Background: an optimization exercise with open tools, aiming at small area and a short achievable clock period. Do not read the settings as production practice. Only simulation tests tie the RTL to the original design; equivalence was not proved. Power and IR drop assume default switching activity.

## run A
// cpu_top
module cpu_top (
	input  logic                               clk,
	input  logic                               rst,
	input  logic                               inst_valid,
	input  logic [cpu_pkg::word_width-1:0]     inst,
	output logic                               wb_valid,
	output logic [cpu_pkg::reg_addr_width-1:0] wb_reg,
	output logic [cpu_pkg::word_width-1:0]     wb_data,
	output logic                               out_valid,
	output logic [cpu_pkg::word_width-1:0]     out_data,
	output logic                               halted
);
	cpu_pkg::ctrl_t dec_ctrl;
	cpu_pkg::ctrl_t ex_ctrl;
	logic [1:0]  dec_dest;
	logic [1:0]  dec_b_reg;
	logic        dec_a_rd;
	logic        dec_b_rd;
	logic [15:0] dec_imm;
	logic        dec_fwd_a;
	logic        dec_fwd_b;
	logic [15:0] dec_op_a;
	logic [15:0] dec_op_b;
	logic [15:0] dec_line;
	logic [15:0] ex_op_a;
	logic [15:0] ex_op_b;
	logic        ex_fwd_a;
	logic        ex_fwd_b;
	logic [1:0]  ex_dest;
	logic [15:0] ex_line;
	logic        ex_wr;
	logic [15:0] ex_result;
	control u_control (
		.inst    (inst),
		.ex_wr   (ex_wr),
		.ex_dest (ex_dest),
		.ctrl    (dec_ctrl),
		.dest    (dec_dest),
		.b_reg   (dec_b_reg),
		.a_rd    (dec_a_rd),
		.b_rd    (dec_b_rd),
		.imm     (dec_imm),
		.fwd_a   (dec_fwd_a),
		.fwd_b   (dec_fwd_b)
	);
	reg_file u_reg_file (
		.clk          (clk),
		.rst          (rst),
		.rs           (inst[11:10]),
		.b_reg        (dec_b_reg),
		.a_rd         (dec_a_rd),
		.b_rd         (dec_b_rd),
  ...
Size: about 1300 cells after synthesis, about 400 flip-flops, roughly 56 I/O pins, roughly 0.017 mm^2 of cells after synthesis.
export LEC_CHECK = 0
export CAP_MARGIN = 20
export CORE_MARGIN = 2
export CORE_UTILIZATION = 65
export PLACE_DENSITY = 0.75
export SETUP_SLACK_MARGIN = 2.6
export SLEW_MARGIN = 20
create_clock -name core_clock -period 5.5 [get_ports {clk}]
standard.sh (not shown) runs the stock make flow with config.mk's settings and CLKGATE_MAP_FILE= SYNTH_SCRIPT=/design/flow/synth_recipe.tcl, a recipe that flattens the netlist after the stock synthesis.
==> flow/flow/run.sh <==
#!/bin/bash
export CUSTOM_ABC_SCRIPT=$PWD/flow/abc.script
bash standard.sh ADDER_MAP_FILE= "BUFFER_PORTS_ARGS=-buffer_cell sky130_fd_sc_hd__buf_4" "CTS_ARGS=-sink_clustering_enable -repair_clock_nets -buf_list sky130_fd_sc_hd__clkbuf_8 -sink_clustering_size 16 -sink_clustering_max_diameter 40 -dont_use_dummy_load" SYNTH_SCRIPT=$PWD/flow/synth_custom.tcl finish > standard.log 2>&1
==> flow/flow/abc.script <==
&get -n
&st
&dch
&nf -R 20
&put
buffer -c
topo
stime -c
upsize -c
dnsize -c
==> flow/flow/synth_custom.tcl <==
# The standard synthesis script (synth_recipe.tcl), with one change:
# the ABC mapping step uses flow/abc.script in place of ORFS's speed script.
# Registers are mapped before ABC runs, so they are the same as the
# standard synthesis's.
proc synth {args} { yosys synth -nofsm -noshare {*}$args }
proc abc {args} {
  set i [lsearch -exact $args -script]
  if {$i >= 0} { lset args [expr {$i + 1}] $::env(CUSTOM_ABC_SCRIPT) }
  yosys abc {*}$args
}
source $::env(SCRIPTS_DIR)/synth.tcl
# left out here: clear keep_hierarchy, flatten, clean up, hide names made inside functions, write 1_2_yosys.v
Modified inputs, run B compared to run A
==> flow/flow/run.sh <==
#!/bin/bash
export CUSTOM_ABC_SCRIPT=$PWD/flow/abc.script
bash standard.sh ADDER_MAP_FILE= "BUFFER_PORTS_ARGS=-buffer_cell sky130_fd_sc_hd__buf_4" "CTS_ARGS=-sink_clustering_enable -repair_clock_nets -buf_list sky130_fd_sc_hd__clkbuf_8 -sink_clustering_size 20 -sink_clustering_max_diameter 50 -dont_use_dummy_load" SYNTH_SCRIPT=$PWD/flow/synth_custom.tcl finish > standard.log 2>&1
diff --git a/flow/config.mk b/flow/config.mk
--- a/flow/config.mk
+++ b/flow/config.mk
@@ -9,5 +9,5 @@
 export CORE_MARGIN = 2
-export CORE_UTILIZATION = 65
-export PLACE_DENSITY = 0.75
-export SETUP_SLACK_MARGIN = 2.6
+export CORE_UTILIZATION = 60
+export PLACE_DENSITY = 0.7
+export SETUP_SLACK_MARGIN = 2.9
 export SLEW_MARGIN = 20
[summary]
On run B: final cell utilization of the core is 2.5 points lower than what run A gave.
On detailed-route wire length on metal 1: between run B and run A, it ends up higher for run B.
Summary of run B over run A: placer congestion estimate shrank by about 0.8%, buffering stage count on the worst path with inverters included grew by 1, setup slack shrank by 0.031 ns, total wirelength of the detailed-routed design grew by about 8%.
Relative to run A, global-route met2 utilization has decreased by 1.5 points in run B.
Taking run A as 1.0, run B lands at 1.05 on cell count.
Setup changes, run B to run C
==> flow/flow/run.sh <==
#!/bin/bash
export CUSTOM_ABC_SCRIPT=$PWD/flow/abc.script
bash standard.sh ADDER_MAP_FILE= "BUFFER_PORTS_ARGS=-buffer_cell sky130_fd_sc_hd__buf_4" "CORE_UTILIZATION=65" "PLACE_DENSITY=0.75" "CTS_ARGS=-sink_clustering_enable -repair_clock_nets -buf_list sky130_fd_sc_hd__clkbuf_8 -sink_clustering_size 20 -sink_clustering_max_diameter 50 -dont_use_dummy_load" SYNTH_SCRIPT=$PWD/flow/synth_custom.tcl finish > standard.log 2>&1
==> flow/flow/abc.script <==
&get -n
&st
&dch
&nf
&put
buffer -c
topo
stime -c
upsize -c
dnsize -c
diff --git a/flow/config.mk b/flow/config.mk
--- a/flow/config.mk
+++ b/flow/config.mk
@@ -9,4 +9,3 @@
 export CORE_MARGIN = 2
-export CORE_UTILIZATION = 60
-export PLACE_DENSITY = 0.7
+export CORE_UTILIZATION = 40
 export SETUP_SLACK_MARGIN = 2.9
--- outcome ---
- Per the comparison of run C with run B, number of non-filler instances in the completed layout fell 48; total area of multi-input combinational cells now sits higher.
- Share of the clock period used by the worst path delta for run C relative to run B: 1.4 points lower
- The internal power consumption number comes out higher for run C vs run B.
- Lower number of vias per cell after detailed routing among run B and run C: run B
- Row switching portion of total power: run C lower / run B higher
- Comparing run B and run C, the lower cell area after synthesis is on run B.
Inputs modified between run C and run D:
==> flow/flow/run.sh <==
#!/bin/bash
export CUSTOM_ABC_SCRIPT=$PWD/flow/abc.script
bash standard.sh ADDER_MAP_FILE= "BUFFER_PORTS_ARGS=-buffer_cell sky130_fd_sc_hd__buf_4" "CTS_ARGS=-sink_clustering_enable -repair_clock_nets -buf_list sky130_fd_sc_hd__clkbuf_8 -sink_clustering_size 16 -sink_clustering_max_diameter 40 -dont_use_dummy_load" SYNTH_SCRIPT=$PWD/flow/synth_custom.tcl finish > standard.log 2>&1
==> flow/flow/abc.script <==
&get -n
&st
&dch
&nf -R 20
&put
buffer -c
topo
stime -c
upsize -c
dnsize -c
diff --git a/flow/config.mk b/flow/config.mk
--- a/flow/config.mk
+++ b/flow/config.mk
@@ -9,4 +9,5 @@
 export CORE_MARGIN = 2
-export CORE_UTILIZATION = 40
-export SETUP_SLACK_MARGIN = 2.9
+export CORE_UTILIZATION = 60
+export PLACE_DENSITY = 0.7
+export SETUP_SLACK_MARGIN = 2.6
 export SLEW_MARGIN = 20
### Flow results
As far as share of flip-flops with an asynchronous set or reset goes, run C and run D are indistinguishable; the numbers are identical.
Run D ended up with a lower non-clock buffer count than run C did.
The run showing the greater proportion of cell area occupied by registers is run D.
Re leakage power summed over all cells: run D is 4.2% down on run C.
> inputs changed (run D -> run E)
==> flow/flow/run.sh <==
#!/bin/bash
export CUSTOM_ABC_SCRIPT=$PWD/flow/abc.script
bash standard.sh ADDER_MAP_FILE= "BUFFER_PORTS_ARGS=-buffer_cell sky130_fd_sc_hd__buf_4" "CTS_ARGS=-sink_clustering_enable -repair_clock_nets -buf_list sky130_fd_sc_hd__clkbuf_8 -sink_clustering_size 20 -sink_clustering_max_diameter 50 -dont_use_dummy_load" SYNTH_SCRIPT=$PWD/flow/synth_custom.tcl finish > standard.log 2>&1
==> flow/flow/abc.script <==
&get -n
&st
&dch
&nf -R 30
&put
buffer -c
topo
stime -c
upsize -c
dnsize -c
diff --git a/flow/config.mk b/flow/config.mk
--- a/flow/config.mk
+++ b/flow/config.mk
@@ -9,5 +9,8 @@
 export CORE_MARGIN = 2
-export CORE_UTILIZATION = 60
-export PLACE_DENSITY = 0.7
-export SETUP_SLACK_MARGIN = 2.6
+export CORE_UTILIZATION = 65
+export CTS_BUF_LIST = sky130_fd_sc_hd__clkbuf_8
+export CTS_CLUSTER_DIAMETER = 50
+export CTS_CLUSTER_SIZE = 20
+export PLACE_DENSITY = 0.75
+export SETUP_SLACK_MARGIN = 2.9
 export SLEW_MARGIN = 20
- In summary, run E completed successfully, with a layout that passed the timing, DRC and antenna checks.
- Looking only at proportion of cell area occupied by registers, and setting everything else aside, the lower value of run E and run D goes to run E.
- What run D reported for areal power density over the cells has to be multiplied by 0.946 to get the figure for run E.
- Run D → run E: total area of sequential cells saw little to no change; clock sink total saw little to no change; overall die height saw a decrease.
Input-level comparison between run F and run E:
==> flow/flow/abc.script <==
&get -n
&st
&dch
&nf -R 20
&put
buffer -c
topo
stime -c
upsize -c
dnsize -c
==> flow/config.mk <==
export PLATFORM = sky130hd
export DESIGN_NAME = cpu_top
export DESIGN_NICKNAME = cpu_top
export VERILOG_FILES = /design/flow/design.v
export SDC_FILE = /design/flow/constraint.sdc
export NUM_CORES = 4
export LEC_CHECK = 0
export CAP_MARGIN = 20
export CORE_MARGIN = 2
export CORE_UTILIZATION = 60
export PLACE_DENSITY = 0.7
export SETUP_SLACK_MARGIN = 2.7
export SLEW_MARGIN = 20
Results
Taking run F over run E, the combinational power ratio works out to 0.899.
Summary — design area, run F relative to run E: lower, by about 3.3%.
Run F against run E; met3 wire length is down by more than 10%.
Summary — pre-CTS setup slack, run F relative to run E: higher, by 0.25 ns.
Run F: full flow OK, the timing, DRC and antenna checks passed
Compared with run E, run F shows a lower total iterations of the first detailed-routing run.
Run F against run E: global-route usage shows a reduction of 3.0 points; number of CTS-inserted buffers picked up an extra about 9%.

-- afterwards: timing with drivers on the ports --
Ports are ideal in the flow. The routed layouts listed here were re-timed in OpenROAD.
Step 1 assumes that a clkbuf_16 drives the clock port and a buf_2 every other input.
Step 2 moves the port delays by t, midway between the first and last clock arrival at a register: inputs arrive t later, outputs are due t later. That takes back most of the time a late clock gives input paths.
a / b / c = ideal ports / drivers / drivers and shift; a / b = the first two.
run | shift t [ns] | setup WS [ns] | latest minus earliest clock arrival (ns) | slew at the worst register clock pin (ns)
run A | 0.597 | 2.640 / 2.661 / 2.065 | 0.095 / 0.095 | 0.10 / 0.10
run B | 0.581 | 2.609 / 2.609 / 2.062 | 0.105 / 0.104 | 0.12 / 0.12
run C | 0.585 | 2.688 / 2.695 / 2.117 | 0.070 / 0.069 | 0.11 / 0.11
run D | 0.598 | 2.624 / 2.636 / 2.052 | 0.107 / 0.107 | 0.09 / 0.09
run E | 0.569 | 2.635 / 2.635 / 2.159 | 0.071 / 0.072 | 0.11 / 0.11
run F | 0.585 | 2.630 / 2.630 / 2.141 | 0.094 / 0.094 | 0.11 / 0.11
After both steps setup and hold are still met in every run listed. The setup slack of run A, which loses most, moves by +0.021 ns with the drivers and by -0.575 ns with both steps.
